This design comes from an exercise in tuning for small area, a short achievable clock period and few clock cycles per item on the open sky130 flow, not from production work.
At most, simulation tests tie the RTL to the original design; equivalence was not proved.
For runs 2 to 6, only the layout was checked, not whether the RTL still works.
Power figures rest on the tool's default switching activity, not on a simulated workload.

--- design/flow/config.mk ---
export PLATFORM = sky130hd
export DESIGN_NAME = mult_stage
export DESIGN_NICKNAME = mult_stage
export VERILOG_FILES = /design/flow/design.v
export SDC_FILE = /design/flow/constraint.sdc
export NUM_CORES = 4
export LEC_CHECK = 0
export CAP_MARGIN = 20
export CORE_MARGIN = 2
export CORE_UTILIZATION = 55
export CTS_BUF_LIST = sky130_fd_sc_hd__clkbuf_4 sky130_fd_sc_hd__clkbuf_8
export SETUP_SLACK_MARGIN = 4.5
export SLEW_MARGIN = 20
--- design/flow/standard.sh ---
#!/bin/bash
# synth_recipe.tcl (not shown) runs the flow's synth.tcl, then flattens the netlist and writes it again
# the make line also repeats each setting of config.mk as NAME=value (left out here)
make -C /OpenROAD-flow-scripts/flow DESIGN_CONFIG=/design/flow/config.mk WORK_HOME=/design/flow/orfs CLKGATE_MAP_FILE= SYNTH_SCRIPT=/design/flow/synth_recipe.tcl "${@:-finish}"
--- design/flow/flow/run.sh ---
#!/bin/bash
# The standard layout, with every port buffered by a minimum-size buffer
# (sky130_fd_sc_hd__buf_1) instead of the delay cell buffer_ports picks by itself.
set -euo pipefail
bash standard.sh "BUFFER_PORTS_ARGS=-buffer_cell sky130_fd_sc_hd__buf_1" finish > standard_make.log 2>&1
--- design/flow/constraint.sdc ---
create_clock -name core_clock -period 10.0 [get_ports {i_clk}]
set_input_delay 2.0000 -clock core_clock [delete_from_list [all_inputs] [get_ports {i_clk}]]
set_output_delay 2.0000 -clock core_clock [all_outputs]
set_load 0.01 [all_outputs]
--- design/flow/design.v ---
package mult_stage_pkg;
  localparam int DWD     = 16;
  localparam int PSUMDWD = 32;
  localparam int PEROW   = 4;
  localparam int SLW     = 4;
  localparam int NSL     = DWD / SLW;
  localparam int SIW     = $clog2(NSL);
  localparam int NTW     = 3;
  typedef enum logic [2:0] {XNOR = 3'd0, P1, P2, P3, P4} ms_mode_e;
  typedef enum logic [1:0] {MS_IDLE, MS_CALC, MS_HOLD} ms_fsm_e;
  typedef struct packed {
    logic [3:0] ssctl;
    logic [3:0] ssppctl;
  } ms_out_ctl_t;
  typedef struct packed {
    logic [2:0]     mode;
    logic [NTW-1:0] inumt;
    logic [NTW-1:0] wnumt;
    logic [DWD-1:0] au_mask;
    ms_out_ctl_t    pass;
  } ms_ctl_t;
endpackage
import mult_stage_pkg::*;
module mult_fa (input logic a, b, c, output logic s, co);
  assign s  = a ^ b ^ c;
  assign co = (a & b) | (a & c) | (b & c);
endmodule
module mult_fa1 (input logic a, b, output logic s, co);
  assign s  = ~(a ^ b);
  assign co = a | b;
endmodule
module mult_ha (input logic a, b, output logic s, co);
  assign s  = a ^ b;
  assign co = a & b;
endmodule
module mult_slice_lane
(
  input  logic               is_x,      
  input  logic [3:0]         sa,        
  input  logic [3:0]         wen,       
  input  logic [DWD-1:0]     a,
  input  logic [DWD-1:0]     w,
  input  logic [DWD-1:0]     mx,        
  input  logic [DWD-1:0]     nmx,       
  output logic [PSUMDWD-1:0] cs_s,
  output logic [PSUMDWD-1:0] cs_c
);
  logic [DWD-1:0] ae;
  logic [16:0] ax;
  logic [16:0] pp [8];
  logic [7:0]  nb;
  logic [15:0] xb, zb;
  assign ae = ({DWD{sa[0]}} & {{12{a[3]}},  a[3:0]})
            | ({DWD{sa[1]}} & {{8{a[7]}},   a[7:0]})
            | ({DWD{sa[2]}} & {{4{a[11]}},  a[11:0]})
            | ({DWD{sa[3]}} & a);
  assign ax = {ae[15], ae};
  always_comb begin
    for (int j = 0; j < 8; j++) begin
      logic b2, b1, b0, en, one, two, ng, nx;
      b2  = w[2*j+1];
      b1  = w[2*j];
      b0  = (j == 0) ? 1'b0 : w[2*j-1];
      en  = wen[j/2];
      one = en & (b1 ^ b0);
      two = en & ((b2 & ~b1 & ~b0) | (~b2 & b1 & b0));
      ng  = en & b2 & ~(b1 & b0);
      nx  = (j == 2) ? (ng | is_x) : ng;
      nb[j] = (j == 2) ? (ng & ~is_x) : ng;
      for (int k = 0; k < 17; k++)
        pp[j][k] = ((one & ax[k]) | (two & ((k == 0) ? 1'b0 : ax[k-1]))) ^ nx;
    end
  end
  assign xb = ~(a ^ w) & mx;
  assign zb = xb | nmx;
  logic s1, c1;
  logic s2, c2;
  logic s3, c3;
  logic s4, c4;
  logic s5, c5;
  logic s6, c6;
  logic s7, c7;
  logic s8, c8;
  logic s9, c9;
  logic s10, c10;
  logic s11, c11;
  logic s12, c12;
  logic s13, c13;
  logic s14, c14;
  logic s15, c15;
  logic s16, c16;
  logic s17, c17;
  logic s18, c18;
  logic s19, c19;
  logic s20, c20;
  logic s21, c21;
  logic s22, c22;
  logic s23, c23;
  logic s24, c24;
  logic s25, c25;
  logic s26, c26;
  logic s27, c27;
  logic s28, c28;
  logic s29, c29;
  logic s30, c30;
  logic s31, c31;
  logic s32, c32;
  logic s33, c33;
  logic s34, c34;
  logic s35, c35;
  logic s36, c36;
  logic s37, c37;
  logic s38, c38;
  logic s39, c39;
  logic s40, c40;
  logic s41, c41;
  logic s42, c42;
  logic s43, c43;
  logic s44, c44;
  logic s45, c45;
  logic s46, c46;
  logic s47, c47;
  logic s48, c48;
  logic s49, c49;
  logic s50, c50;
  logic s51, c51;
  logic s52, c52;
  logic s53, c53;
  logic s54, c54;
  logic s55, c55;
  logic s56, c56;
  logic s57, c57;
  logic s58, c58;
  logic s59, c59;
  logic s60, c60;
  logic s61, c61;
  logic s62, c62;
  logic s63, c63;
  logic s64, c64;
  logic s65, c65;
  logic s66, c66;
  logic s67, c67;
  logic s68, c68;
  logic s69, c69;
  logic s70, c70;
  logic s71, c71;
  logic s72, c72;
  logic s73, c73;
  logic s74, c74;
  logic s75, c75;
  logic s76, c76;
  logic s77, c77;
  logic s78, c78;
  logic s79, c79;
  logic s80, c80;
  logic s81, c81;
  logic s82, c82;
  logic s83, c83;
  logic s84, c84;
  logic s85, c85;
  logic s86, c86;
  logic s87, c87;
  logic s88, c88;
  logic s89, c89;
  logic s90, c90;
  logic s91, c91;
  logic s92, c92;
  logic s93, c93;
  logic s94, c94;
  logic s95, c95;
  logic s96, c96;
  logic s97, c97;
  logic s98, c98;
  logic s99, c99;
  logic s100, c100;
  logic s101, c101;
  logic s102, c102;
  logic s103, c103;
  logic s104, c104;
  logic s105, c105;
  logic s106, c106;
  logic s107, c107;
  logic s108, c108;
  logic s109, c109;
  logic s110, c110;
  logic s111, c111;
  logic s112, c112;
  logic s113, c113;
  logic s114, c114;
  logic s115, c115;
  logic s116, c116;
  logic s117, c117;
  logic s118, c118;
  logic s119, c119;
  logic s120, c120;
  logic s121, c121;
  logic s122, c122;
  logic s123, c123;
  logic s124, c124;
  logic s125, c125;
  logic s126, c126;
  logic s127, c127;
  logic s128, c128;
  logic s129, c129;
  logic s130, c130;
  logic s131, c131;
  logic s132, c132;
  logic s133, c133;
  logic s134, c134;
  logic s135, c135;
  logic s136, c136;
  logic s137, c137;
  logic s138, c138;
  logic s139, c139;
  logic s140, c140;
  logic s141, c141;
  logic s142, c142;
  logic s143, c143;
  logic s144, c144;
  mult_fa u1 (.a(xb[0]), .b(zb[0]), .c(xb[1]), .s(s1), .co(c1));
  mult_fa u2 (.a(zb[1]), .b(xb[2]), .c(zb[2]), .s(s2), .co(c2));
  mult_fa u3 (.a(xb[3]), .b(zb[3]), .c(xb[4]), .s(s3), .co(c3));
  mult_fa u4 (.a(zb[4]), .b(xb[5]), .c(zb[5]), .s(s4), .co(c4));
  mult_fa u5 (.a(xb[6]), .b(zb[6]), .c(xb[7]), .s(s5), .co(c5));
  mult_fa u6 (.a(zb[7]), .b(xb[8]), .c(zb[8]), .s(s6), .co(c6));
  mult_fa u7 (.a(xb[9]), .b(zb[9]), .c(xb[10]), .s(s7), .co(c7));
  mult_ha u8 (.a(zb[10]), .b(xb[11]), .s(s8), .co(c8));
  mult_fa u9 (.a(zb[11]), .b(xb[12]), .c(zb[12]), .s(s9), .co(c9));
  mult_fa u10 (.a(xb[13]), .b(zb[13]), .c(xb[14]), .s(s10), .co(c10));
  mult_fa u11 (.a(zb[14]), .b(xb[15]), .c(zb[15]), .s(s11), .co(c11));
  mult_fa u12 (.a(nb[0]), .b(s8), .c(s9), .s(s12), .co(c12));
  mult_fa u13 (.a(s10), .b(s11), .c(s4), .s(s13), .co(c13));
  mult_fa u14 (.a(c8), .b(c9), .c(c10), .s(s14), .co(c14));
  mult_fa u15 (.a(c11), .b(c4), .c(c5), .s(s15), .co(c15));
  mult_ha u16 (.a(c6), .b(c7), .s(s16), .co(c16));
  mult_fa u17 (.a(s5), .b(s6), .c(s7), .s(s17), .co(c17));
  mult_ha u18 (.a(s1), .b(s2), .s(s18), .co(c18));
  mult_fa u19 (.a(c1), .b(c2), .c(c3), .s(s19), .co(c19));
  mult_fa u20 (.a(pp[0][1]), .b(s16), .c(s14), .s(s20), .co(c20));
  mult_ha u21 (.a(s15), .b(c12), .s(s21), .co(c21));
  mult_fa u22 (.a(nb[1]), .b(pp[0][2]), .c(pp[1][0]), .s(s22), .co(c22));
  mult_ha u23 (.a(c16), .b(c14), .s(s23), .co(c23));
  mult_ha u24 (.a(nb[5]), .b(pp[0][10]), .s(s24), .co(c24));
  mult_ha u25 (.a(pp[0][11]), .b(pp[1][9]), .s(s25), .co(c25));
  mult_fa u26 (.a(nb[6]), .b(pp[0][12]), .c(pp[1][10]), .s(s26), .co(c26));
  mult_ha u27 (.a(pp[2][8]), .b(pp[3][6]), .s(s27), .co(c27));
  mult_fa u28 (.a(pp[0][13]), .b(pp[1][11]), .c(pp[2][9]), .s(s28), .co(c28));
  mult_ha u29 (.a(pp[3][7]), .b(pp[4][5]), .s(s29), .co(c29));
  mult_fa u30 (.a(nb[7]), .b(pp[0][14]), .c(pp[1][12]), .s(s30), .co(c30));
  mult_fa u31 (.a(pp[2][10]), .b(pp[3][8]), .c(pp[4][6]), .s(s31), .co(c31));
  mult_ha u32 (.a(pp[5][4]), .b(pp[6][2]), .s(s32), .co(c32));
  mult_fa u33 (.a(pp[0][15]), .b(pp[1][13]), .c(pp[2][11]), .s(s33), .co(c33));
  mult_fa u34 (.a(pp[3][9]), .b(pp[4][7]), .c(pp[5][5]), .s(s34), .co(c34));
  mult_ha u35 (.a(pp[6][3]), .b(pp[7][1]), .s(s35), .co(c35));
  mult_fa1 u36 (.a(~pp[0][16]), .b(pp[1][14]), .s(s36), .co(c36));
  mult_fa u37 (.a(pp[2][12]), .b(pp[3][10]), .c(pp[4][8]), .s(s37), .co(c37));
  mult_fa u38 (.a(pp[5][6]), .b(pp[6][4]), .c(pp[7][2]), .s(s38), .co(c38));
  mult_fa1 u39 (.a(pp[1][15]), .b(pp[2][13]), .s(s39), .co(c39));
  mult_fa u40 (.a(pp[3][11]), .b(pp[4][9]), .c(pp[5][7]), .s(s40), .co(c40));
  mult_ha u41 (.a(pp[6][5]), .b(pp[7][3]), .s(s41), .co(c41));
  mult_fa u42 (.a(~pp[1][16]), .b(pp[2][14]), .c(pp[3][12]), .s(s42), .co(c42));
  mult_fa u43 (.a(pp[4][10]), .b(pp[5][8]), .c(pp[6][6]), .s(s43), .co(c43));
  mult_fa1 u44 (.a(pp[2][15]), .b(pp[3][13]), .s(s44), .co(c44));
  mult_ha u45 (.a(pp[4][11]), .b(pp[5][9]), .s(s45), .co(c45));
  mult_fa u46 (.a(~pp[2][16]), .b(pp[3][14]), .c(pp[4][12]), .s(s46), .co(c46));
  mult_fa u47 (.a(s3), .b(pp[0][0]), .c(s18), .s(s47), .co(c47));
  mult_fa u48 (.a(c18), .b(s19), .c(c17), .s(s48), .co(c48));
  mult_ha u49 (.a(c13), .b(s21), .s(s49), .co(c49));
  mult_fa u50 (.a(c19), .b(c15), .c(s22), .s(s50), .co(c50));
  mult_fa u51 (.a(c21), .b(s23), .c(c20), .s(s51), .co(c51));
  mult_fa u52 (.a(pp[0][3]), .b(pp[1][1]), .c(c22), .s(s52), .co(c52));
  mult_ha u53 (.a(nb[2]), .b(pp[0][4]), .s(s53), .co(c53));
  mult_ha u54 (.a(nb[3]), .b(pp[0][6]), .s(s54), .co(c54));
  mult_ha u55 (.a(pp[0][7]), .b(pp[1][5]), .s(s55), .co(c55));
  mult_fa u56 (.a(nb[4]), .b(pp[0][8]), .c(pp[1][6]), .s(s56), .co(c56));
  mult_ha u57 (.a(pp[2][4]), .b(pp[3][2]), .s(s57), .co(c57));
  mult_fa u58 (.a(pp[0][9]), .b(pp[1][7]), .c(pp[2][5]), .s(s58), .co(c58));
  mult_ha u59 (.a(pp[3][3]), .b(pp[4][1]), .s(s59), .co(c59));
  mult_fa u60 (.a(pp[1][8]), .b(pp[2][6]), .c(pp[3][4]), .s(s60), .co(c60));
  mult_fa u61 (.a(pp[4][2]), .b(pp[5][0]), .c(s24), .s(s61), .co(c61));
  mult_fa u62 (.a(pp[2][7]), .b(pp[3][5]), .c(pp[4][3]), .s(s62), .co(c62));
  mult_fa u63 (.a(pp[5][1]), .b(c24), .c(s25), .s(s63), .co(c63));
  mult_fa u64 (.a(pp[4][4]), .b(pp[5][2]), .c(pp[6][0]), .s(s64), .co(c64));
  mult_fa u65 (.a(c25), .b(s27), .c(s26), .s(s65), .co(c65));
  mult_fa u66 (.a(pp[5][3]), .b(pp[6][1]), .c(c27), .s(s66), .co(c66));
  mult_fa u67 (.a(s29), .b(c26), .c(s28), .s(s67), .co(c67));
  mult_fa u68 (.a(pp[7][0]), .b(c29), .c(s32), .s(s68), .co(c68));
  mult_fa u69 (.a(c28), .b(s30), .c(s31), .s(s69), .co(c69));
  mult_fa u70 (.a(c32), .b(s35), .c(c30), .s(s70), .co(c70));
  mult_fa u71 (.a(c31), .b(s33), .c(s34), .s(s71), .co(c71));
  mult_fa u72 (.a(c35), .b(c33), .c(c34), .s(s72), .co(c72));
  mult_fa u73 (.a(s36), .b(s37), .c(s38), .s(s73), .co(c73));
  mult_fa u74 (.a(s41), .b(c36), .c(c37), .s(s74), .co(c74));
  mult_fa u75 (.a(c38), .b(s39), .c(s40), .s(s75), .co(c75));
  mult_fa u76 (.a(pp[7][4]), .b(c41), .c(c39), .s(s76), .co(c76));
  mult_fa u77 (.a(c40), .b(s42), .c(s43), .s(s77), .co(c77));
  mult_fa u78 (.a(pp[6][7]), .b(pp[7][5]), .c(s45), .s(s78), .co(c78));
  mult_fa u79 (.a(c42), .b(c43), .c(s44), .s(s79), .co(c79));
  mult_fa u80 (.a(pp[5][10]), .b(pp[6][8]), .c(pp[7][6]), .s(s80), .co(c80));
  mult_fa u81 (.a(c45), .b(c44), .c(s46), .s(s81), .co(c81));
  mult_fa u82 (.a(pp[4][13]), .b(pp[5][11]), .c(pp[6][9]), .s(s82), .co(c82));
  mult_fa u83 (.a(pp[7][7]), .b(~pp[3][15]), .c(c46), .s(s83), .co(c83));
  mult_fa u84 (.a(pp[3][15]), .b(~pp[3][16]), .c(pp[4][14]), .s(s84), .co(c84));
  mult_fa u85 (.a(pp[5][12]), .b(pp[6][10]), .c(pp[7][8]), .s(s85), .co(c85));
  mult_fa1 u86 (.a(pp[4][15]), .b(pp[5][13]), .s(s86), .co(c86));
  mult_ha u87 (.a(pp[6][11]), .b(pp[7][9]), .s(s87), .co(c87));
  mult_fa u88 (.a(~pp[4][16]), .b(pp[5][14]), .c(pp[6][12]), .s(s88), .co(c88));
  mult_ha u89 (.a(s17), .b(s12), .s(s89), .co(c89));
  mult_fa u90 (.a(c47), .b(s20), .c(s48), .s(s90), .co(c90));
  mult_fa u91 (.a(c48), .b(c49), .c(s50), .s(s91), .co(c91));
  mult_fa u92 (.a(c23), .b(c50), .c(s52), .s(s92), .co(c92));
  mult_fa u93 (.a(pp[1][2]), .b(pp[2][0]), .c(s53), .s(s93), .co(c93));
  mult_fa u94 (.a(pp[0][5]), .b(pp[1][3]), .c(pp[2][1]), .s(s94), .co(c94));
  mult_fa u95 (.a(pp[1][4]), .b(pp[2][2]), .c(pp[3][0]), .s(s95), .co(c95));
  mult_fa u96 (.a(pp[2][3]), .b(pp[3][1]), .c(c54), .s(s96), .co(c96));
  mult_fa u97 (.a(pp[4][0]), .b(c55), .c(s57), .s(s97), .co(c97));
  mult_fa u98 (.a(c57), .b(s59), .c(c56), .s(s98), .co(c98));
  mult_fa u99 (.a(c59), .b(c58), .c(s60), .s(s99), .co(c99));
  mult_fa u100 (.a(c60), .b(s62), .c(c61), .s(s100), .co(c100));
  mult_fa u101 (.a(c62), .b(s64), .c(c63), .s(s101), .co(c101));
  mult_fa u102 (.a(c64), .b(s66), .c(c65), .s(s102), .co(c102));
  mult_fa u103 (.a(c66), .b(s68), .c(c67), .s(s103), .co(c103));
  mult_fa u104 (.a(c68), .b(c69), .c(s70), .s(s104), .co(c104));
  mult_fa u105 (.a(c70), .b(c71), .c(s72), .s(s105), .co(c105));
  mult_fa u106 (.a(c72), .b(c73), .c(s74), .s(s106), .co(c106));
  mult_fa u107 (.a(c74), .b(c75), .c(s76), .s(s107), .co(c107));
  mult_fa u108 (.a(c76), .b(s78), .c(c77), .s(s108), .co(c108));
  mult_fa u109 (.a(s80), .b(c78), .c(c79), .s(s109), .co(c109));
  mult_fa u110 (.a(c80), .b(s82), .c(c81), .s(s110), .co(c110));
  mult_fa u111 (.a(c82), .b(s84), .c(s85), .s(s111), .co(c111));
  mult_fa u112 (.a(s87), .b(c84), .c(c85), .s(s112), .co(c112));
  mult_fa u113 (.a(pp[7][10]), .b(c87), .c(c86), .s(s113), .co(c113));
  mult_fa u114 (.a(pp[6][13]), .b(pp[7][11]), .c(~pp[5][15]), .s(s114), .co(c114));
  mult_fa u115 (.a(pp[5][15]), .b(~pp[5][16]), .c(pp[6][14]), .s(s115), .co(c115));
  mult_ha u116 (.a(s13), .b(s89), .s(s116), .co(c116));
  mult_fa u117 (.a(c89), .b(s49), .c(s90), .s(s117), .co(c117));
  mult_fa u118 (.a(c90), .b(s51), .c(s91), .s(s118), .co(c118));
  mult_fa u119 (.a(c51), .b(c91), .c(s92), .s(s119), .co(c119));
  mult_fa u120 (.a(s93), .b(c52), .c(c92), .s(s120), .co(c120));
  mult_fa u121 (.a(c53), .b(s94), .c(c93), .s(s121), .co(c121));
  mult_fa u122 (.a(s54), .b(c94), .c(s95), .s(s122), .co(c122));
  mult_fa u123 (.a(s55), .b(c95), .c(s96), .s(s123), .co(c123));
  mult_fa u124 (.a(s56), .b(c96), .c(s97), .s(s124), .co(c124));
  mult_fa u125 (.a(s58), .b(c97), .c(s98), .s(s125), .co(c125));
  mult_fa u126 (.a(c98), .b(s61), .c(s99), .s(s126), .co(c126));
  mult_fa u127 (.a(s63), .b(c99), .c(s100), .s(s127), .co(c127));
  mult_fa u128 (.a(s65), .b(c100), .c(s101), .s(s128), .co(c128));
  mult_fa u129 (.a(s67), .b(c101), .c(s102), .s(s129), .co(c129));
  mult_fa u130 (.a(s69), .b(c102), .c(s103), .s(s130), .co(c130));
  mult_fa u131 (.a(s71), .b(c103), .c(s104), .s(s131), .co(c131));
  mult_fa u132 (.a(s73), .b(c104), .c(s105), .s(s132), .co(c132));
  mult_fa u133 (.a(s75), .b(c105), .c(s106), .s(s133), .co(c133));
  mult_fa u134 (.a(s77), .b(c106), .c(s107), .s(s134), .co(c134));
  mult_fa u135 (.a(s79), .b(c107), .c(s108), .s(s135), .co(c135));
  mult_fa u136 (.a(s81), .b(c108), .c(s109), .s(s136), .co(c136));
  mult_fa u137 (.a(s83), .b(c109), .c(s110), .s(s137), .co(c137));
  mult_fa u138 (.a(c83), .b(s111), .c(c110), .s(s138), .co(c138));
  mult_fa u139 (.a(s86), .b(c111), .c(s112), .s(s139), .co(c139));
  mult_fa u140 (.a(s88), .b(c112), .c(s113), .s(s140), .co(c140));
  mult_fa u141 (.a(c88), .b(s114), .c(c113), .s(s141), .co(c141));
  mult_fa u142 (.a(pp[7][12]), .b(c114), .c(s115), .s(s142), .co(c142));
  mult_fa u143 (.a(pp[7][13]), .b(~pp[6][15]), .c(c115), .s(s143), .co(c143));
  mult_fa u144 (.a(pp[6][15]), .b(~pp[6][16]), .c(pp[7][14]), .s(s144), .co(c144));
  assign cs_s = {1'b1, pp[7][15], ~pp[7][15], s144, c142, s142, c140, c139, s139, c137, c136, c135, c134, c133, c132, c131, c130, c129, c128, c127, c126, c125, c124, c123, c122, s122, s121, c119, c118, c117, c116, s47};
  assign cs_c = {1'b0, ~pp[7][16], c144, c143, s143, c141, s141, s140, c138, s138, s137, s136, s135, s134, s133, s132, s131, s130, s129, s128, s127, s126, s125, s124, s123, c121, c120, s120, s119, s118, s117, s116};
endmodule
import mult_stage_pkg::*;
module mult_stage
(
  input  logic                            i_clk,
  input  logic                            i_rst,
  input  logic                            FS_rdy,
  output logic                            FS_ack,
  input  logic [32:0]                     i_ctl,
  input  logic [PEROW*DWD-1:0]            i_input,
  input  logic [PEROW*DWD-1:0]            i_weight,
  input  logic [PEROW*PSUMDWD-1:0]        i_psum,
  output logic                            MS_rdy,
  input  logic                            MS_ack,
  output logic [PEROW*PSUMDWD-1:0]        o_prod,
  output logic [PEROW*PSUMDWD-1:0]        o_psum,
  output logic [7:0]                      o_ctl
);
  mult_stage_pkg::ms_ctl_t ctl;
  assign ctl = i_ctl;
  function automatic [3:0] numt_oh(input [NTW-1:0] n);
    case (n)
      3'd0, 3'd1: numt_oh = 4'b0001;
      3'd2:       numt_oh = 4'b0010;
      3'd3:       numt_oh = 4'b0100;
      default:    numt_oh = 4'b1000;
    endcase
  endfunction
  logic full, is_mul, is_x;
  logic [3:0] sa, wen;
  logic [DWD-1:0] mx, nmx;
  logic [PEROW*PSUMDWD-1:0] cs_s, cs_c, s_q, c_q;
  assign MS_rdy = full;
  assign FS_ack = FS_rdy && (!full || MS_ack);
  assign is_x   = ctl.mode == XNOR;
  assign is_mul = (ctl.mode != XNOR) && (ctl.mode <= P4);
  assign sa     = {4{is_mul}} & numt_oh(ctl.inumt);
  assign wen    = {ctl.wnumt >= 3'd4, ctl.wnumt >= 3'd3, ctl.wnumt >= 3'd2, 1'b1};
  assign mx     = {DWD{is_x}} & ctl.au_mask;
  assign nmx    = {DWD{is_x}} & ~ctl.au_mask;
  always_ff @(posedge i_clk) begin
    if (i_rst)       full <= 1'b0;
    else if (FS_ack) full <= 1'b1;
    else if (MS_ack) full <= 1'b0;
  end
  always_ff @(posedge i_clk) begin
    if (FS_ack) begin
      s_q    <= cs_s;
      c_q    <= cs_c;
      o_psum <= i_psum;
      o_ctl  <= ctl.pass;
    end
  end
  for (genvar r = 0; r < PEROW; r++) begin : g_lane
    mult_slice_lane u_lane (
      .is_x   (is_x),
      .sa     (sa),
      .wen    (wen),
      .a      (i_input[DWD*r +: DWD]),
      .w      (i_weight[DWD*r +: DWD]),
      .mx     (mx),
      .nmx    (nmx),
      .cs_s   (cs_s[PSUMDWD*r +: PSUMDWD]),
      .cs_c   (cs_c[PSUMDWD*r +: PSUMDWD])
    );
    assign o_prod[PSUMDWD*r +: PSUMDWD] = s_q[PSUMDWD*r +: PSUMDWD] + c_q[PSUMDWD*r +: PSUMDWD];
  end
endmodule
==> results of run 1 <==
==> state kept, by name, indices dropped and copies added, names as in the netlist <==
| register | flops |
|---|---|
| o_psum | 128 |
| s_q | 124 |
| c_q | 124 |
| full | 1 |
| o_ctl | 8 |
==> final cells by class <==
type	instances	area, sq um
Clock buffer	87	1100
Timing Repair Buffer	818	4510
Clock inverter	38	297
Multi-Input combinational cell	3220	30500
Sequential cell	385	11600
Tap cell	1050	1310
Antenna cell	35	87.6
Inverter	554	2090
Fill cell	6658	27100
==> path summary, 6_finish.rpt <==
| path | startpoint | endpoint | slack, ns | depth (start not counted) |
|---|---|---|---|---|
| worst max-delay path | c_q[32]$_DFFE_PP_ | o_prod[62] | 4.29 | 12 |
| worst min-delay path | full$_SDFFE_PP0P_ | full$_SDFFE_PP0P_ | 0.57 | 2 |
| worst max register to register | full$_SDFFE_PP0P_ | c_q[0]$_DFFE_PP_ | 6.89 | 4 |
| worst min register to register | full$_SDFFE_PP0P_ | full$_SDFFE_PP0P_ | 0.57 | 2 |
==> synth_stat cells (all sizes together), types with 22 or more instances <==
cell type,n,area [sq um]
inv,551,2070
a21oi,183,916
a21o,96,723
xor2,215,1880
ha,259,3240
buf,57,253
nor2b,62,395
a211oi,22,175
o22ai,379,2370
o21ai,192,965
edfxtp,384,11500
clkbuf,212,797
a22oi,23,173
nand2,268,1010
nor2,148,556
o21a,42,315
o211ai,45,343
nand3,47,235
and2,32,200
xnor2,437,3830
fa,450,9010
==> per-stage QoR <==
| step | hold WS (ns) | cells |
|---|---|---|
| after floorplan | 0.568 | 4427 |
| after global placement | 0.554 | 5858 |
| after detailed placement | 0.557 | 5860 |
| after CTS | 0.565 | 6068 |
| after global routing | 0.605 | 6176 |
| final | 0.573 | 6187 |
==> critical path: cells and delay by family (launching register included) <==
family	cells	cell delay (ns)
AO/OA/AOI/OAI	6	1.45
AND/OR/NAND/NOR	2	0.58
adder cells (fa/ha/maj)	2	0.42
flip-flops	1	0.37
buffers and inverters	2	0.24
==> what timing repair did <==
action                                 CTS  global route
gates resized for setup                230           272
setup endpoints to repair              212           123
pin swaps                              105           197
gates cloned                             2             1
endpoints found under the hold margin    0             0
setup buffers                           81            83
==> power breakdown <==
part / switching, mW / internal, mW
logic: 4.84 / 3.28
clock network: 0.715 / 0.810
registers: 0.146 / 2.50
==> metal layers <==
layer	vias to the layer above	track usage (%)	share of wire (%)	wire length, um
met4	48	14.7	4.7	6590
met3	435	7.38	9.7	13600
li1	16600	-	-	-
met5	-	0	0.22	305
met2	1767	53.9	46	65100
met1	17700	44.2	39	55100
==> cells by family (layout without fill, tap and decap cells) <==
family                   count (synthesis)  in the layout  share of synthesized area, %
XOR/XNOR                               652            652                          13.1
other                                    0             35                             0
adder cells (fa/ha/maj)                709            709                          28.2
AO/OA/AOI/OAI                         1129           1129                          16.6
multiplexers                             6              6                         0.138
AND/OR/NAND/NOR                        723            724                          8.14
buffers and inverters                  823           1497                          7.20
flip-flops                             385            385                          26.6
==> results.yml, run 1 <==
synthesis:
  synth_ff_type: "edfxtp_1"
  ys_seq_area_share_pct: 26.6
  ys_types: 83
  syn-num-nets: 5429
  syn_area_sq_um: 43500
  yosys_warnings: 4
  syn_inst: 4427
  synth-edff-count: 384
  synth-seq-cells: 385
  async_flop_share_pct: 0
  syn_area_per_cell_sq_um: 9.82
worst_setup_path:
  crit_chain: "ha_2 > inv_2 > fa_2 > nor2b_4 > o31a_1 > o311a_1 > or4_4 > a211oi_2 > o21ai_2 > a211o_1 > o311ai_2 > buf_2"
  path_class: "reg2out"
  cp_max_fo: 4
  crit_arrival_ns: 3.71
  max_stage_delay_ns: 0.54
  cp-start-kind: "register"
  cp_slowest_cell: "or4_4"
  end_kind: "primary output"
  required_ns: 8.00
sta:
  fin_tns_setup_ns: 0
  setup_viol: 0
  finalHoldViolations: 0
  tightestPinTransition_ns: 1.02
  slew_headroom_pct: 32.2
  rsz0062_at_grt: "yes"
  timing.final.crit_share_pct: 57.1
  layout_min_cycle_time_ns: 5.71
  slew_violations: 0
  layout_setup_ws_ns: 4.29
  clock.fmax_mhz: 175
  finClkSkew_ns: 0.0525
routing:
  drc_errors: 0
  wirelength_um: 141000
  dr.pass1.iters: 6
  drtAntennaViolNets: 0
  post_drt_via_cell_ratio: 5.90
  wl_per_cell_um: 22.7
  initialDrtViolationCount: 3306
  vias: 36500
clocking:
  worstSkewPairLatency_ns: 0.69
  cts_made_buffers: 71
  root_buffer: "clkbuf_8"
  htreeDepth: 3
  clockBufferDepth: 3
  cts_tree: "done"
  hold_buffers: 0
  cts.sinks: 385
  clkTransAtPathRegs_ns: 0.06
grt:
  grt_max_degree: 130
  gr-total-overflow: 0
  grt_pass1_vias: 35500
  grt_first_pass_wirelength_um: 211000
  antenna_found_initial: 58
  grtUsageTotal_pct: 33.7
floorplanning:
  die_w_um: 285
  initial_core_util_pct: 55.3
  io_pins: 559
  rows: 103
  dieArea_sq_um: 81300
  core_region_area_sq_um: 78600
  die_h_um: 285
min_path:
  hp-class: "reg2reg"
placement:
  place_area_sq_um: 46600
  hpwl_um: 104000
  port_buffers: 558
  dp_slack_ns: 2.08
  gp_congestion: 0.928
run:
  drv_cap: 0
finish:
  final_cell_mix: "538 x buf_1, 502 x inv_1, 420 x xnor2_1"
  nets: 6052
  layout_commonest_cell: "buf_1"
  utilization_pct: 65.5
  fin_area_sq_um: 51500
  synthToLayoutAreaGrowth_pct: 18.4
  drive_gt1_share_pct: 15.2
power:
  p_leak_nw: 20.8
  cellPowerDensity_nw_per_um2: 239
  power.total_mw: 12.3
  vdd_drop_max_mv: 0.377
status:
  outcome: "timing/DRC/antenna clean"
Testbench counts, summed over its fixed seeds: cycles 3,208, items 3,200.
==> run 2: changes to the inputs <==
--- a/design/flow/design.v
+++ b/design/flow/design.v
@@ -33,6 +33,26 @@
   assign s  = a ^ b;
   assign co = a & b;
 endmodule
+module mult_add32 (input logic [31:0] x, y, output logic [31:0] z);
+  logic [31:0] g, p, gg, pp;
+  always_comb begin
+    g  = x & y;
+    p  = x ^ y;
+    gg = g;
+    pp = p;
+    for (int d = 1; d < 32; d = d * 2)
+      for (int i = 2 * d - 1; i < 32; i = i + 2 * d) begin
+        gg[i] = gg[i] | (pp[i] & gg[i-d]);
+        pp[i] = pp[i] & pp[i-d];
+      end
+    for (int d = 8; d >= 1; d = d / 2)
+      for (int i = 3 * d - 1; i < 32; i = i + 2 * d) begin
+        gg[i] = gg[i] | (pp[i] & gg[i-d]);
+        pp[i] = pp[i] & pp[i-d];
+      end
+    z = p ^ {gg[30:0], 1'b0};
+  end
+endmodule
 module mult_slice_lane
 (
   input  logic               is_x,      
@@ -428,6 +448,10 @@
       .cs_s   (cs_s[PSUMDWD*r +: PSUMDWD]),
       .cs_c   (cs_c[PSUMDWD*r +: PSUMDWD])
     );
-    assign o_prod[PSUMDWD*r +: PSUMDWD] = s_q[PSUMDWD*r +: PSUMDWD] + c_q[PSUMDWD*r +: PSUMDWD];
+    mult_add32 u_add (
+      .x (s_q[PSUMDWD*r +: PSUMDWD]),
+      .y (c_q[PSUMDWD*r +: PSUMDWD]),
+      .z (o_prod[PSUMDWD*r +: PSUMDWD])
+    );
   end
 endmodule
--- a/design/flow/config.mk
+++ b/design/flow/config.mk
@@ -7,7 +7,6 @@
 export LEC_CHECK = 0
 export CAP_MARGIN = 20
 export CORE_MARGIN = 2
-export CORE_UTILIZATION = 55
-export CTS_BUF_LIST = sky130_fd_sc_hd__clkbuf_4 sky130_fd_sc_hd__clkbuf_8
+export CORE_UTILIZATION = 40
 export SETUP_SLACK_MARGIN = 4.5
 export SLEW_MARGIN = 20
==> results.yml, run 2 <==
status:
  outcome: "timing/DRC/antenna clean"
finish:
  largest-register: "o_psum"
  final_cell_mix: "536 x inv_1, 505 x buf_1, 471 x fa_1"
  drive_gt1_share_pct: 12.4
  largest_reg_flops: 128
  nets: 5639
  utilization_pct: 47.2
  layout_commonest_cell: "inv_1"
  fin_area_sq_um: 49600
  stdcell_count: 6045
  synthToLayoutAreaGrowth_pct: 17.5
sta:
  timing.final.crit_share_pct: 57.8
  layout_min_cycle_time_ns: 5.78
  finalHoldViolations: 0
  fin_tns_setup_ns: 0
  setup_viol: 0
  layout_setup_ws_ns: 4.22
  tightestPinTransition_ns: 1.09
  finClkSkew_ns: 0.0170
  hold_ws_ns: 0.576
  slew_headroom_pct: 27.3
  slew_violations: 0
  clock.fmax_mhz: 173
  rsz0062_at_grt: "yes"
synthesis:
  ys_types: 72
  yosys_warnings: 5
  synth-seq-cells: 385
  synth_top_area_share_pct: 27.3
  synth_most_common_cell: "inv_1"
  ys_seq_area_share_pct: 27.4
  netlist_top_cells_count: "550 x inv_1, 510 x fa_1, 384 x edfxtp_1"
  async_flop_share_pct: 0
  synth_top_family_by_area: "adder cells"
  syn-num-nets: 5056
  synthXorXnorAreaFrac_pct: 12.7
  synth_top_cell_by_area: "edfxtp_1"
  syn_area_per_cell_sq_um: 10.5
  synthAdderAreaFrac_pct: 31.6
  synth_compound_gate_area_share_pct: 14.4
  netlist_top_cells_area: "edfxtp_1 27%, fa_1 24%, xnor2_1 7.6%, ha_1 7.4%, o22ai_1 5.6%"
  syn_area_sq_um: 42200
  syn_inst: 4002
  synth_mux_area_share_pct: 0.0949
  synthSimpleGateAreaFrac_pct: 6.22
  synth_ff_type: "edfxtp_1"
  synth-edff-count: 384
routing:
  drc_errors: 0
  wl_per_cell_um: 23.6
  wirelength_um: 142000
  post_drt_via_cell_ratio: 5.43
  drtAntennaViolNets: 0
  vias: 32800
  initialDrtViolationCount: 2768
  dr.pass1.iters: 5
min_path:
  hp-class: "reg2reg"
  whs_path_depth: 2
floorplanning:
  die_w_um: 329
  initial_core_util_pct: 40.2
  core_region_area_sq_um: 105000
  dieArea_sq_um: 108000
  rows: 119
  die_h_um: 329
  io_pins: 559
worst_setup_path:
  cp_max_fo: 3
  cp-start-kind: "register"
  reg2reg_depth: 5
  end_kind: "primary output"
  required_ns: 8.00
  path_class: "reg2out"
  ff2ff_setup_slack_ns: 6.26
  crit_arrival_ns: 3.78
power:
  p_comb_share_pct: 60.1
  p_int_mw: 6.47
  switching_share_pct: 42.8
  power.total_mw: 11.3
  switchingPower_mw: 4.84
  cellPowerDensity_nw_per_um2: 228
  p_leak_nw: 20.3
  clockPowerShare_pct: 15.4
  power_frac_seq_pct: 24.4
  vdd_drop_max_mv: 0.305
placement:
  dp_slack_ns: 2.25
  place_area_sq_um: 45600
  port_buffers: 558
  place_inst: 5789
  hpwl_um: 109000
  gp_congestion: 0.940
clocking:
  cts_made_buffers: 48
  clkTransAtPathRegs_ns: 0.06
  cts_tree: "done"
  worstSkewPairLatency_ns: 0.63
  cts.sinks: 385
  root_buffer: "clkbuf_16"
  clockBufferDepth: 3
  htreeDepth: 2
run:
  drv_cap: 0
grt:
  antenna_found_initial: 89
  grt_max_degree: 108
  grt_first_pass_wirelength_um: 208000
  grt_pass1_vias: 32600
  gr-total-overflow: 0
  grtUsageTotal_pct: 25.8
-- run 2: cell types whose count changed in the layout (fill, tap and decap cells not counted), moves of 40 or more --
cell,before,now
fa_1,382,471
a21oi_1,142,69
nor2_1,139,67
clkbuf_8,71,0
xnor2_1,420,364
clkbuf_16,0,50
o21ai_0,150,110
-- run 2: layout make-up --
type,count,area [sq um]
sequential,385,11600
timing repair buffer,774,4220
inverter,559,2100
fill,9923,55400
tap,1391,1740
multi-input combinational,2817,28300
antenna,31,77.6
clock inverter,34,320
clock buffer,54,1240
-- run 2: logic make-up (layout without fill, tap and decap cells) --
kind of cell / after synthesis / count (layout)
AOI/OAI and AO/OA: 910 / 910
buffers and inverters: 803 / 1421
adders and majority gates: 761 / 761
xor gates and xnor gates: 611 / 611
and+or+nand+nor: 528 / 531
DFF: 385 / 385
muxes: 4 / 4
other: 0 / 31
-- run 2: critical path: stages, from the launching register on --
cell and delay (ns):
edfxtp_1 0.37, ha_2 0.19, inv_2 0.05, fa_2 0.22, nor2b_4 0.06, o2111ai_4 0.20, and3_4 0.25, o41ai_4 0.08
buf_4 0.17, a21bo_4 0.22, a221o_1 0.37, a21o_1 0.18, a21o_1 0.18, fa_2 0.52, buf_6 0.10
-- run 2: repair_timing --
action | CTS | global route
endpoints found under the setup margin | 244 | 146
buffers inserted | 85 | 48
hold buffers | 0 | 0
gates cloned | 2 | 2
pin swaps | 79 | 85
resized for setup | 177 | 147
-- run 2: final timing paths --
kind / start / end
max: c_q[96]$_DFFE_PP_ / o_prod[122]
min: full$_SDFFE_PP0P_ / full$_SDFFE_PP0P_
max reg2reg: full$_SDFFE_PP0P_ / c_q[123]$_DFFE_PP_
min reg2reg: full$_SDFFE_PP0P_ / full$_SDFFE_PP0P_
-- run 2: layer usage --
layer	vias up	part of all wire, %	global-route usage [%]
li1	14800	-	-
met1	16300	39	32.1
met2	1405	47	41.8
met3	318	10	8.54
met4	108	3.5	9.52
met5	-	0.47	0
-- run 2: power groups by stage --
| stage | combinational [mW] | sequential [mW] | clock (mW) |
|---|---|---|---|
| after floorplan | 4.19 | 2.75 | 0 |
| after global placement | 5.95 | 2.78 | 0 |
| after detailed placement | 6.06 | 2.79 | 0 |
| after CTS | 6.53 | 2.77 | 1.81 |
| after global routing | 7.73 | 2.82 | 1.86 |
| final | 6.80 | 2.76 | 1.74 |
==> run 3: changes to the inputs <==
--- a/design/flow/config.mk
+++ b/design/flow/config.mk
@@ -10,3 +10,4 @@
 export CORE_UTILIZATION = 40
 export SETUP_SLACK_MARGIN = 4.5
 export SLEW_MARGIN = 20
+export TNS_END_PERCENT = 0
==> results.yml, run 3 <==
placement:
  hpwl_um: 109000
  port_buffers: 558
  dp_slack_ns: 2.12
  gp_congestion: 0.940
finish:
  drive_gt1_share_pct: 6.56
  register_area_sq_um: 11600
  synthToLayoutAreaGrowth_pct: 13.4
  multi_input_area_sq_um: 27800
  nets: 5534
  largest_reg_flops: 128
  largest-register: "o_psum"
  n_fill_cell: 10100
  final_cell_mix: "551 x buf_1, 549 x inv_1, 506 x fa_1"
  layout_commonest_cell: "buf_1"
grt:
  grt_pass1_vias: 32200
  grt_first_pass_wirelength_um: 207000
  grt_max_degree: 160
  antenna_found_initial: 85
  grtUsageTotal_pct: 25.6
  gr-total-overflow: 0
clocking:
  worstSkewPairLatency_ns: 0.64
  hold_buffers: 0
  cts_tree: "done"
  clockBufferDepth: 3
  htreeDepth: 2
  clkTransAtPathRegs_ns: 0.06
  cts_made_buffers: 48
  root_buffer: "clkbuf_16"
  cts.sinks: 385
synthesis:
  synth_most_common_cell: "inv_1"
  synth_top_cell_by_area: "edfxtp_1"
  synth-seq-cells: 385
  synth-edff-count: 384
  async_flop_share_pct: 0
  syn-num-nets: 5056
  syn_inst: 4002
  syn_area_per_cell_sq_um: 10.5
  synth_ff_type: "edfxtp_1"
  netlist_top_cells_area: "edfxtp_1 27%, fa_1 24%, xnor2_1 7.6%, ha_1 7.4%, o22ai_1 5.6%"
  ys_seq_area_share_pct: 27.4
  syn_area_sq_um: 42200
  netlist_top_cells_count: "550 x inv_1, 510 x fa_1, 384 x edfxtp_1"
  yosys_warnings: 5
  ys_types: 72
  synth_top_area_share_pct: 27.3
routing:
  drtAntennaViolNets: 0
  initialDrtViolationCount: 2894
  dr.pass1.iters: 6
  post_drt_via_cell_ratio: 5.45
  vias: 32400
  wirelength_um: 140000
  drc_errors: 0
  wl_per_cell_um: 23.6
worst_setup_path:
  end_kind: "primary output"
  cp.depth: 12
  cp.buffers_inverters: 2
  reg2reg_depth: 3
  cp-start-kind: "register"
  cp_slowest_cell: "fa_2"
  max_stage_delay_ns: 0.53
  cp_top_family: "compound AO/OA/AOI/OAI gates"
  crit_chain: "ha_1 > a21o_1 > a21oi_2 > and3_4 > o41ai_4 > buf_4 > a21bo_4 > a221o_1 > a21o_1 > a21o_1 > fa_2 > buf_6"
  crit_arrival_ns: 3.83
  worst_path_most_repeated_cell: "a21o_1"
  cp_max_fo: 3
  path_class: "reg2out"
  required_ns: 8.00
floorplanning:
  io_pins: 559
  core_region_area_sq_um: 105000
  dieArea_sq_um: 108000
  rows: 119
  die_w_um: 329
  die_h_um: 329
  initial_core_util_pct: 40.2
sta:
  clock.fmax_mhz: 171
  finClkSkew_ns: 0.0278
  rsz0062_at_grt: "yes"
  slew_violations: 0
  setup_viol: 0
  layout_setup_ws_ns: 4.17
  layout_min_cycle_time_ns: 5.83
  finalHoldViolations: 0
  slew_headroom_pct: 23.2
  fin_tns_setup_ns: 0
  tightestPinTransition_ns: 1.15
  timing.final.crit_share_pct: 58.3
power:
  cellPowerDensity_nw_per_um2: 222
  p_leak_nw: 19.5
  vdd_drop_max_mv: 0.279
  power.total_mw: 10.6
status:
  outcome: "timing/DRC/antenna clean"
run:
  drv_cap: 0
min_path:
  hp-class: "reg2reg"
  whs_path_depth: 2
==> run 3: final cells by class <==
class                   count  area share, %
flip-flops and latches    385           24.1
diodes                     40          0.209
multi-input cells        2815           58.0
repair buffers            671           6.45
clock inverters            19          0.460
well taps                1391           3.64
inverters                 559           4.38
clock buffers              64           2.76
==> run 3: cell families after synthesis <==
group           share of synthesized area [%]
mux                                    0.0949
simple gates                             6.22
fa+ha+maj                                31.6
flops                                    27.4
compound gates                           14.4
buf+inv                                  7.63
xor+xnor                                 12.7
==> run 3: worst reg2reg max path, stage by stage (launching register included) <==
cell	delay [ns]
dfxtp_1	0.34
a21boi_4	0.22
buf_12	0.53
buf_12	0.74
==> run 3: worst paths after layout <==
| check | start | slack, ns | endpoint |
|---|---|---|---|
| setup / recovery | g_lane[3].u_add.x[4]$_DFFE_PP_ | 4.17 | o_prod[122] |
| hold / removal | full$_SDFFE_PP0P_ | 0.57 | full$_SDFFE_PP0P_ |
| setup reg to reg | full$_SDFFE_PP0P_ | 7.59 | g_lane[0].u_add.x[22]$_DFFE_PP_ |
| hold reg to reg | full$_SDFFE_PP0P_ | 0.57 | full$_SDFFE_PP0P_ |
==> run 3: metal layers <==
metal	wire, um	up-vias	part of all wire, %	track usage [%]
li1	-	14500	-	-
met1	54900	16000	39	32.4
met4	4710	90	3.4	9.60
met3	13700	308	9.7	7.19
met5	558	-	0.40	0
met2	66600	1437	47	41.5
==> run 3: repair_timing <==
item / 4_1_cts / 5_1_grt
gates cloned: 0 / 1
buffers inserted: 15 / 23
pin swaps: 14 / 25
setup endpoints to repair: 232 / 207
resized for setup: 39 / 34
==> run 3: power by group <==
group | internal [mW] | leakage, nW | switching (mW)
clock | 1.03 | 0.763 | 0.706
sequential | 2.51 | 3.74 | 0.233
combinational | 2.48 | 15.0 | 3.69
==> run 3: stage by stage <==
stage / area (sq um) / cells / utilization [%] / hold WS [ns]
CTS: 47400 / 5880 / 45.2 / 0.567
global placement: 45500 / 5782 / 43.4 / 0.561
detailed placement: 45500 / 5782 / 43.4 / 0.556
finish: 47900 / 5944 / 45.6 / 0.565
floorplan: 42200 / 4002 / - / 0.568
global route: 47800 / 5929 / 45.6 / 0.645
==> run 4: changes to the inputs <==
--- a/design/flow/config.mk
+++ b/design/flow/config.mk
@@ -8,6 +8,6 @@
 export CAP_MARGIN = 20
 export CORE_MARGIN = 2
 export CORE_UTILIZATION = 40
+export CTS_BUF_LIST = sky130_fd_sc_hd__clkbuf_4 sky130_fd_sc_hd__clkbuf_8
 export SETUP_SLACK_MARGIN = 4.5
 export SLEW_MARGIN = 20
-export TNS_END_PERCENT = 0
==> results.yml, run 4 <==
power:
  vdd_drop_max_mv: 0.301
  p_leak_nw: 20.2
  power.total_mw: 11.2
  cellPowerDensity_nw_per_um2: 228
grt:
  grt_pass1_vias: 32900
  grtUsageTotal_pct: 25.9
  grt_first_pass_wirelength_um: 209000
  gr-total-overflow: 0
  antenna_found_initial: 88
  grt_max_degree: 108
synthesis:
  synth_most_common_cell: "inv_1"
  syn-num-nets: 5056
  synth_top_cell_by_area: "edfxtp_1"
  async_flop_share_pct: 0
  synth-seq-cells: 385
  ys_seq_area_share_pct: 27.4
  synth-edff-count: 384
  netlist_top_cells_count: "550 x inv_1, 510 x fa_1, 384 x edfxtp_1"
  synth_ff_type: "edfxtp_1"
  syn_area_per_cell_sq_um: 10.5
  syn_inst: 4002
  syn_area_sq_um: 42200
  netlist_top_cells_area: "edfxtp_1 27%, fa_1 24%, xnor2_1 7.6%, ha_1 7.4%, o22ai_1 5.6%"
  yosys_warnings: 5
  synth_top_area_share_pct: 27.3
  ys_types: 72
floorplanning:
  core_region_area_sq_um: 105000
  die_w_um: 329
  die_h_um: 329
  initial_core_util_pct: 40.2
  rows: 119
  io_pins: 559
  dieArea_sq_um: 108000
worst_setup_path:
  path_class: "reg2out"
  max_stage_delay_ns: 0.52
  end_kind: "primary output"
  required_ns: 8.00
  cp_max_fo: 3
  ff2ff_setup_slack_ns: 6.23
  r2r-end: "g_lane[3].u_add.x[30]$_DFFE_PP_"
  crit_arrival_ns: 3.88
  cp-endpoint: "o_prod[122]"
  r2r-start: "full$_SDFFE_PP0P_"
  cp_slowest_cell: "fa_2"
  cp-start-kind: "register"
  reg2reg_depth: 5
  startpoint: "c_q[96]$_DFFE_PP_"
  crit_chain: "ha_2 > inv_2 > fa_2 > nor2b_4 > o2111ai_4 > and3_4 > o41ai_4 > buf_4 > a21bo_4 > a221o_1 > a21o_1 > a21o_1 > fa_2 > buf_6"
clocking:
  clkTransAtPathRegs_ns: 0.06
  htreeDepth: 3
  hold_buffers: 0
  cts_tree: "done"
  cts_made_buffers: 73
  root_buffer: "clkbuf_8"
  clockBufferDepth: 3
  worstSkewPairLatency_ns: 0.72
  cts.sinks: 385
sta:
  slew_headroom_pct: 28.0
  timing.final.crit_share_pct: 58.8
  clock.fmax_mhz: 170
  slew_violations: 0
  layout_min_cycle_time_ns: 5.88
  finClkSkew_ns: 0.0252
  setup_viol: 0
  finalHoldViolations: 0
  tightestPinTransition_ns: 1.08
  rsz0062_at_grt: "yes"
  hold_ws_ns: 0.573
run:
  drv_cap: 0
min_path:
  hp-class: "reg2reg"
routing:
  dr.pass1.iters: 7
  routed.top_layer: "met5"
  met3_length_um: 14400
  drt-met1-wl_um: 55000
  wl_per_cell_um: 23.5
  post_drt_via_cell_ratio: 5.42
  drtAntennaViolNets: 0
  vias: 33000
  drc_errors: 0
  initialDrtViolationCount: 2803
  dr_wl_met2_um: 67800
  wirelength_um: 143000
finish:
  nets: 5654
  layout_commonest_cell: "inv_1"
  largest_reg_flops: 128
  drive_gt1_share_pct: 13.1
  stdcell_count: 6091
  largest-register: "o_psum"
  final_cell_mix: "538 x inv_1, 495 x buf_1, 475 x fa_1"
  n_fill_cell: 9951
  utilization_pct: 47.0
  synthToLayoutAreaGrowth_pct: 16.9
placement:
  gp_congestion: 0.940
  port_buffers: 558
  hpwl_um: 109000
  place_inst: 5789
status:
  outcome: "timing/DRC/antenna clean"
-- run 4: cell counts after synthesis --
Identical to the previous run, type by type.
-- run 4: repair_timing --
item,CTS,global route
buffers inserted,73,51
resized for setup,185,138
cloned,1,2
endpoints found under the setup margin,244,145
pin swaps,80,54
-- run 4: logic make-up (layout without fill, tap and decap cells) --
| family | Yosys count | count (layout) | synth area share (%) |
|---|---|---|---|
| adders and majority gates | 761 | 761 | 31.6 |
| xor gates and xnor gates | 611 | 611 | 12.7 |
| buffers and inverters | 803 | 1455 | 7.63 |
| muxes | 4 | 4 | 0.0949 |
| AOI/OAI and AO/OA | 910 | 910 | 14.4 |
| DFF | 385 | 385 | 27.4 |
| and+or+nand+nor | 528 | 531 | 6.22 |
| other | 0 | 43 | 0 |
-- run 4: worst min path at each step --
stage                      start           endpoint  slack [ns]  depth (start not counted)
3_5_place_dp   full$_SDFFE_PP0P_  full$_SDFFE_PP0P_        0.57                          2
6_report       full$_SDFFE_PP0P_  full$_SDFFE_PP0P_        0.57                          2
2_1_floorplan  full$_SDFFE_PP0P_  full$_SDFFE_PP0P_        0.57                          2
5_1_grt        full$_SDFFE_PP0P_  full$_SDFFE_PP0P_        0.61                          2
3_3_place_gp   full$_SDFFE_PP0P_  full$_SDFFE_PP0P_        0.54                          2
4_1_cts        full$_SDFFE_PP0P_  full$_SDFFE_PP0P_        0.58                          2
-- run 4: stage by stage --
| step | cell area, sq um | setup TNS [ns] | worst slack (ns) |
|---|---|---|---|
| after floorplan | 42200 | -0.153 | -0.153 |
| after global placement | 45600 | 0 | 2.41 |
| after detailed placement | 45600 | 0 | 2.25 |
| after CTS | 48300 | 0 | 3.95 |
| after global routing | 49300 | 0 | 3.94 |
| final | 49300 | 0 | 4.12 |
-- run 4: layout make-up --
| class | count | area (sq um) | share of cell area [%] |
|---|---|---|---|
| Inverter | 559 | 2100 | 4.26 |
| Clock buffer | 90 | 1130 | 2.30 |
| Clock inverter | 42 | 297 | 0.601 |
| Tap cell | 1391 | 1740 | 3.53 |
| Sequential cell | 385 | 11600 | 23.4 |
| Timing Repair Buffer | 764 | 4080 | 8.27 |
| Multi-Input combinational cell | 2817 | 28300 | 57.4 |
| Antenna cell | 43 | 108 | 0.218 |
-- run 4: layer usage --
layer	global-route usage, %	vias to the layer above
met2	41.8	1442
met5	0	-
met4	10.0	94
met1	32.2	16400
met3	8.43	321
li1	-	14800
-- run 4: power breakdown --
| part | total (mW) | switching [mW] | internal, mW |
|---|---|---|---|
| clock network | 1.56 | 0.749 | 0.810 |
| logic | 6.91 | 3.86 | 3.05 |
| registers | 2.77 | 0.260 | 2.51 |
-- run 4: critical path: cells and delay by family (launching register included) --
family	cells	cell delay (ns)
and+or+nand+nor	2	0.31
buffers and inverters	3	0.32
AOI/OAI and AO/OA	6	1.23
adders and majority gates	3	0.93
DFF	1	0.37
==> run 5: changes to the inputs <==
--- a/design/flow/config.mk
+++ b/design/flow/config.mk
@@ -5,6 +5,7 @@
 export SDC_FILE = /design/flow/constraint.sdc
 export NUM_CORES = 4
 export LEC_CHECK = 0
+export ABC_AREA = 1
 export CAP_MARGIN = 20
 export CORE_MARGIN = 2
 export CORE_UTILIZATION = 40
==> results.yml, run 5 <==
synthesis:
  syn_area_sq_um: 44100
  synth_top_area_share_pct: 26.1
  syn-num-nets: 6246
  ys_types: 44
  synth-edff-count: 384
  netlist_top_cells_count: "1,498 x nand2_1, 866 x inv_1, 510 x fa_1"
  syn_inst: 5192
  synth_top_cell_by_area: "edfxtp_1"
  yosys_warnings: 5
  async_flop_share_pct: 0
  netlist_top_cells_area: "edfxtp_1 26%, fa_1 23%, nand2_1 13%, inv_1 7.4%, ha_1 7.1%"
  synth-seq-cells: 385
  syn_area_per_cell_sq_um: 8.50
  ys_seq_area_share_pct: 26.2
  synth_most_common_cell: "nand2_1"
  synth_ff_type: "edfxtp_1"
power:
  cellPowerDensity_nw_per_um2: 209
  switchingPower_mw: 4.92
  clockPowerShare_pct: 15.9
  p_comb_share_pct: 58.7
  p_int_mw: 5.85
  power.total_mw: 10.8
  p_leak_nw: 24.0
  power_frac_seq_pct: 25.4
  switching_share_pct: 45.7
  vdd_drop_max_mv: 0.204
clocking:
  worstSkewPairLatency_ns: 0.76
  hold_buffers: 0
  cts.sinks: 385
  cts_tree: "done"
  clkTransAtPathRegs_ns: 0.06
  root_buffer: "clkbuf_8"
  cts_made_buffers: 76
  htreeDepth: 3
  clockBufferDepth: 3
finish:
  layout_commonest_cell: "nand2_1"
  final_cell_mix: "1,415 x nand2_1, 831 x inv_1, 548 x buf_1"
  nets: 6874
  synthToLayoutAreaGrowth_pct: 16.9
  drive_gt1_share_pct: 10.7
  n_fill_cell: 10800
  fin_area_sq_um: 51600
  utilization_pct: 47.3
  largest-register: "o_psum"
  largest_reg_flops: 128
  register_area_sq_um: 11600
  multi_input_area_sq_um: 29400
placement:
  gp_congestion: 0.995
  port_buffers: 558
  place_area_sq_um: 47700
  dp_slack_ns: 2.54
  hpwl_um: 125000
grt:
  gr-total-overflow: 0
  grt_max_degree: 139
  grt_use_met3_pct: 11.0
  antenna_found_initial: 119
  busiest_layer: "met2"
  grtUsageTotal_pct: 28.0
  use_met2_pct: 43.8
  grt_first_pass_wirelength_um: 234000
  use_met1_pct: 33.9
  grt_pass1_vias: 37200
worst_setup_path:
  end_kind: "register"
  required_ns: 10.49
  ff2ff_setup_slack_ns: 6.54
  path_class: "in2reg"
  crit_arrival_ns: 6.01
  cp-start-kind: "input pin"
  cp_max_fo: 17
routing:
  wl_per_cell_um: 21.8
  dr.pass1.iters: 6
  drtAntennaViolNets: 0
  wirelength_um: 161000
  initialDrtViolationCount: 3371
  vias: 38900
  post_drt_via_cell_ratio: 5.25
  drc_errors: 0
sta:
  tightestPinTransition_ns: 1.01
  timing.final.crit_share_pct: 55.2
  slew_violations: 0
  setup_viol: 0
  layout_setup_ws_ns: 4.48
  rsz0062_at_grt: "yes"
  clock.fmax_mhz: 181
  finClkSkew_ns: 0.0380
  fin_tns_setup_ns: 0
  slew_headroom_pct: 32.2
  finalHoldViolations: 0
  layout_min_cycle_time_ns: 5.52
floorplanning:
  die_w_um: 336
  core_region_area_sq_um: 109000
  io_pins: 559
  die_h_um: 336
  dieArea_sq_um: 113000
  initial_core_util_pct: 40.4
  rows: 121
run:
  drv_cap: 0
min_path:
  hp-class: "reg2reg"
status:
  outcome: "timing/DRC/antenna clean"
## run 5: cell types whose count changed after synthesis, moves of 61 or more
cell / previous run / this run
xnor2_1: 366 / 15
o21ai_0: 122 / 233
inv_1: 550 / 866
nor2_1: 70 / 134
a21o_1: 71 / 7
o22ai_1: 380 / 221
nand2_1: 237 / 1498
nand3_1: 25 / 210
xor2_1: 245 / 306
## run 5: worst paths after layout
kind                                        start                  to  cells past startpoint
worst min-delay path            full$_SDFFE_PP0P_   full$_SDFFE_PP0P_                      2
worst min register to register  full$_SDFFE_PP0P_   full$_SDFFE_PP0P_                      2
worst max-delay path                    i_ctl[26]   c_q[82]$_DFFE_PP_                     15
worst max register to register  full$_SDFFE_PP0P_  c_q[101]$_DFFE_PP_                      5
## run 5: layout make-up
| cell class | instances | area share (%) |
|---|---|---|
| timing repair buffer | 717 | 6.94 |
| clock buffer | 104 | 2.47 |
| antenna | 56 | 0.272 |
| tap | 1476 | 3.58 |
| inverter | 912 | 6.85 |
| sequential | 385 | 22.4 |
| multi-input combinational | 3727 | 56.9 |
| timing repair inverter | 1 | 0.00970 |
| clock inverter | 33 | 0.589 |
## run 5: metal layers
layer / wire length [um] / share of wire [%] / vias up
met5: 721 / 0.45 / -
met4: 7440 / 4.6 / 114
met3: 18900 / 12 / 440
met2: 72400 / 45 / 1732
met1: 62000 / 38 / 18700
li1: - / - / 18000
## run 5: what timing repair did
action	CTS	global route
resized for setup	107	223
cloned	0	4
buffers inserted	45	66
setup endpoints to repair	176	118
pin swaps	18	57
## run 5: cell families after synthesis
family | count (synthesis) | share of synthesized area [%]
xor gates and xnor gates | 321 | 6.37
DFF | 385 | 26.2
AOI/OAI and AO/OA | 707 | 9.53
buffers and inverters | 1083 | 9.66
and+or+nand+nor | 1935 | 18.0
adders and majority gates | 761 | 30.2
## run 5: per-stage QoR
stage | cells | hold slack (ns)
4_1_cts | 7285 | 0.520
6_report | 7411 | 0.523
3_5_place_dp | 7103 | 0.512
2_1_floorplan | 5192 | 0.520
5_1_grt | 7392 | 0.562
3_3_place_gp | 7103 | 0.509
## run 5: critical path, stage by stage
cell	delay [ns]
clkbuf_2	0.19
inv_2	0.39
nand2_8	0.22
nand2_1	0.52
inv_1	0.29
nand2_1	0.12
o21ai_0	0.11
nand2_1	0.10
nand2_1	0.11
fa_1	0.51
inv_1	0.05
fa_1	0.38
fa_1	0.51
inv_1	0.05
fa_1	0.42
## run 5: power groups by stage
stage               Clock (mW)  Sequential (mW)  Combinational (mW)
floorplan                    0             2.74                4.13
global placement             0             2.77                5.99
detailed placement           0             2.77                6.12
CTS                       1.77             2.74                6.29
global route              1.83             2.79                7.25
finish                    1.71             2.74                6.32
==> run 6: changes to the inputs <==
==> design/flow/config.mk (replaced) <==
export PLATFORM = sky130hd
export DESIGN_NAME = mult_stage
export DESIGN_NICKNAME = mult_stage
export VERILOG_FILES = /design/flow/design.v
export SDC_FILE = /design/flow/constraint.sdc
export NUM_CORES = 4
export LEC_CHECK = 0
export CAP_MARGIN = 20
export CORE_MARGIN = 2
export CORE_UTILIZATION = 40
export SETUP_SLACK_MARGIN = 4.5
export SLEW_MARGIN = 20
export TNS_END_PERCENT = 20
==> results.yml, run 6 <==
synthesis:
  syn_area_per_cell_sq_um: 10.5
  ys_types: 72
  synth_ff_type: "edfxtp_1"
  yosys_warnings: 5
  synth_top_cell_by_area: "edfxtp_1"
  netlist_top_cells_area: "edfxtp_1 27%, fa_1 24%, xnor2_1 7.6%, ha_1 7.4%, o22ai_1 5.6%"
  ys_seq_area_share_pct: 27.4
  synth-edff-count: 384
  async_flop_share_pct: 0
  syn-num-nets: 5056
  synth_most_common_cell: "inv_1"
  netlist_top_cells_count: "550 x inv_1, 510 x fa_1, 384 x edfxtp_1"
  synth_top_area_share_pct: 27.3
  syn_area_sq_um: 42200
  synth-seq-cells: 385
  syn_inst: 4002
grt:
  gr-total-overflow: 0
  antenna_found_initial: 89
  grt_max_degree: 108
  grt_first_pass_wirelength_um: 207000
  grt_pass1_vias: 32500
  grtUsageTotal_pct: 25.7
finish:
  fin_area_sq_um: 48800
  drive_gt1_share_pct: 10.0
  stdcell_count: 6003
  largest-register: "o_psum"
  final_cell_mix: "542 x inv_1, 531 x buf_1, 492 x fa_1"
  utilization_pct: 46.5
  n_fill_cell: 10000
  register_area_sq_um: 11600
  nets: 5597
  layout_commonest_cell: "inv_1"
  multi_input_area_sq_um: 28100
  largest_reg_flops: 128
  synthToLayoutAreaGrowth_pct: 15.6
worst_setup_path:
  max_stage_delay_ns: 0.53
  cp-endpoint: "o_prod[122]"
  cp-start-kind: "register"
  crit_arrival_ns: 3.78
  ff2ff_setup_slack_ns: 6.27
  startpoint: "c_q[96]$_DFFE_PP_"
  required_ns: 8.00
  cp_slowest_cell: "fa_2"
  cp_max_fo: 3
  cp_top_family: "compound AO/OA/AOI/OAI gates"
  cp.buffers_inverters: 3
  cp.depth: 14
  r2r-start: "full$_SDFFE_PP0P_"
  reg2reg_depth: 5
  end_kind: "primary output"
  crit_chain: "ha_2 > inv_2 > fa_2 > nor2b_4 > o2111ai_4 > and3_4 > o41ai_4 > buf_4 > a21bo_4 > a221o_1 > a21o_1 > a21o_1 > fa_2 > buf_6"
  r2r-end: "g_lane[3].u_add.x[27]$_DFFE_PP_"
  path_class: "reg2out"
routing:
  drtAntennaViolNets: 0
  post_drt_via_cell_ratio: 5.43
  dr.pass1.iters: 6
  initialDrtViolationCount: 2972
  wirelength_um: 141000
  wl_per_cell_um: 23.5
  drc_errors: 0
  vias: 32600
sta:
  setup_viol: 0
  finClkSkew_ns: 0.0161
  slew_violations: 0
  timing.final.crit_share_pct: 57.8
  slew_headroom_pct: 27.6
  fin_tns_setup_ns: 0
  rsz0062_at_grt: "yes"
  finalHoldViolations: 0
  layout_min_cycle_time_ns: 5.78
  tightestPinTransition_ns: 1.08
  clock.fmax_mhz: 173
placement:
  port_buffers: 558
  hpwl_um: 109000
  place_inst: 5789
  gp_congestion: 0.940
  place_area_sq_um: 45600
power:
  vdd_drop_max_mv: 0.242
  cellPowerDensity_nw_per_um2: 224
  power.total_mw: 10.9
  p_leak_nw: 19.9
min_path:
  hp-class: "reg2reg"
status:
  outcome: "timing/DRC/antenna clean"
floorplanning:
  io_pins: 559
  core_region_area_sq_um: 105000
  rows: 119
  die_w_um: 329
  initial_core_util_pct: 40.2
  die_h_um: 329
  dieArea_sq_um: 108000
clocking:
  hold_buffers: 0
  cts.sinks: 385
  cts_made_buffers: 48
  htreeDepth: 2
  cts_tree: "done"
  worstSkewPairLatency_ns: 0.64
  clkTransAtPathRegs_ns: 0.06
  root_buffer: "clkbuf_16"
  clockBufferDepth: 3
run:
  drv_cap: 0
## run 6: changes by cell type after synthesis, moves of 30 or more
| cell | previous run | this run |
|---|---|---|
| xnor2_1 | 15 | 366 |
| nor2_1 | 134 | 70 |
| a21o_1 | 7 | 71 |
| nor2b_1 | 0 | 55 |
| o21a_1 | 0 | 31 |
| nand3_1 | 210 | 25 |
| inv_1 | 866 | 550 |
| nand2_1 | 1498 | 237 |
| clkinv_1 | 32 | 2 |
| and2_1 | 0 | 31 |
| o22ai_1 | 221 | 380 |
| xor2_1 | 306 | 245 |
| o21ai_0 | 233 | 122 |
| clkbuf_1 | 84 | 135 |
## run 6: through the flow
step	hold WS [ns]	setup WS (ns)
floorplan	0.568	-0.153
finish	0.576	4.22
CTS	0.576	4.07
global placement	0.543	2.41
global route	0.615	4.04
detailed placement	0.568	2.25
## run 6: worst register-to-register path: cells and delay by family (launching register included)
family | cells | cell delay (ns)
AOI/OAI and AO/OA | 1 | 0.16
buffers and inverters | 4 | 2.81
DFF | 1 | 0.35
## run 6: worst min-delay path by stage
stage,startpoint,depth (start not counted),end
2_1_floorplan,full$_SDFFE_PP0P_,2,full$_SDFFE_PP0P_
3_3_place_gp,full$_SDFFE_PP0P_,2,full$_SDFFE_PP0P_
3_5_place_dp,full$_SDFFE_PP0P_,2,full$_SDFFE_PP0P_
4_1_cts,full$_SDFFE_PP0P_,2,full$_SDFFE_PP0P_
5_1_grt,full$_SDFFE_PP0P_,2,full$_SDFFE_PP0P_
6_report,full$_SDFFE_PP0P_,2,full$_SDFFE_PP0P_
## run 6: cell families (layout without fill, tap and decap cells)
| family | Yosys count | count (layout) | share of synthesized area, % |
|---|---|---|---|
| other cells | 0 | 31 | 0 |
| xor+xnor | 611 | 611 | 12.7 |
| compound gates | 910 | 910 | 14.4 |
| simple gates | 528 | 530 | 6.22 |
| fa+ha+maj | 761 | 761 | 31.6 |
| buf+inv | 803 | 1380 | 7.63 |
| flops | 385 | 385 | 27.4 |
| mux | 4 | 4 | 0.0949 |
## run 6: timing repair
action                                  4_1_cts  5_1_grt
resized for setup                            71      141
pin swaps                                    34       57
gates cloned                                  2        1
setup buffers                                77       15
endpoints found under the setup margin      244      164
hold endpoints to repair                      0        0
## run 6: final cells by class
cell class,instances,area share (%)
tap,1391,3.57
clock buffer,54,2.55
inverter,559,4.30
antenna,31,0.159
timing repair buffer,733,7.51
multi-input combinational,2816,57.6
clock inverter,34,0.657
sequential,385,23.7
## run 6: where the power goes
group | total (mW) | leakage, nW | switching [mW] | internal [mW]
logic | 6.43 | 15.4 | 3.76 | 2.68
registers | 2.76 | 3.74 | 0.251 | 2.51
clock network | 1.74 | 0.766 | 0.738 | 1.01
## run 6: routing by layer
metal / global-route usage (%) / wire length (um) / vias to the layer above
met1: 32.1 / 54900 / 16100
met5: 0 / 625 / -
met2: 41.6 / 66900 / 1426
met4: 9.25 / 4760 / 102
li1: - / - / 14700
met3: 8.30 / 14100 / 312

## static timing again, ports no longer ideal
In the flow no input, the clock included, has a driving cell. The finished layouts below were timed again as built, in two steps.
Step 1 sets driving cells, clkbuf_16 on the clock port and buf_2 on the other inputs (assumed; they add their load-dependent delay and slew).
Step 2 also shifts input and output timing later by t, the mid clock arrival at the registers, as if the neighbouring blocks saw the same clock.
a / b / c = no drivers / after step 1 / after step 2; a / b = the first two.
| run | shift t [ns] | slack for setup (ns) | worst setup path at the end | latest minus earliest clock arrival (ns) | worst register clock-pin slew, ns |
|---|---|---|---|---|---|
| run 1 | 0.732 | 4.286 / 4.215 / 3.733 | input to register | 0.054 / 0.054 | 0.07 / 0.07 |
| run 2 | 0.686 | 4.223 / 4.156 / 3.881 | input to register | 0.027 / 0.027 | 0.06 / 0.06 |
| run 3 | 0.688 | 4.165 / 4.102 / 3.464 | input to register | 0.032 / 0.032 | 0.06 / 0.06 |
| run 4 | 0.780 | 4.124 / 4.058 / 3.728 | input to register | 0.042 / 0.041 | 0.07 / 0.07 |
| run 5 | 0.821 | 4.479 / 4.522 / 3.701 | input to register | 0.054 / 0.054 | 0.06 / 0.06 |
| run 6 | 0.690 | 4.219 / 4.152 / 3.668 | input to register | 0.026 / 0.027 | 0.06 / 0.06 |
After both steps every run listed still meets setup and hold. The setup slack of run 5, which loses most, moves by +0.043 ns with the drivers and by -0.778 ns with both steps.
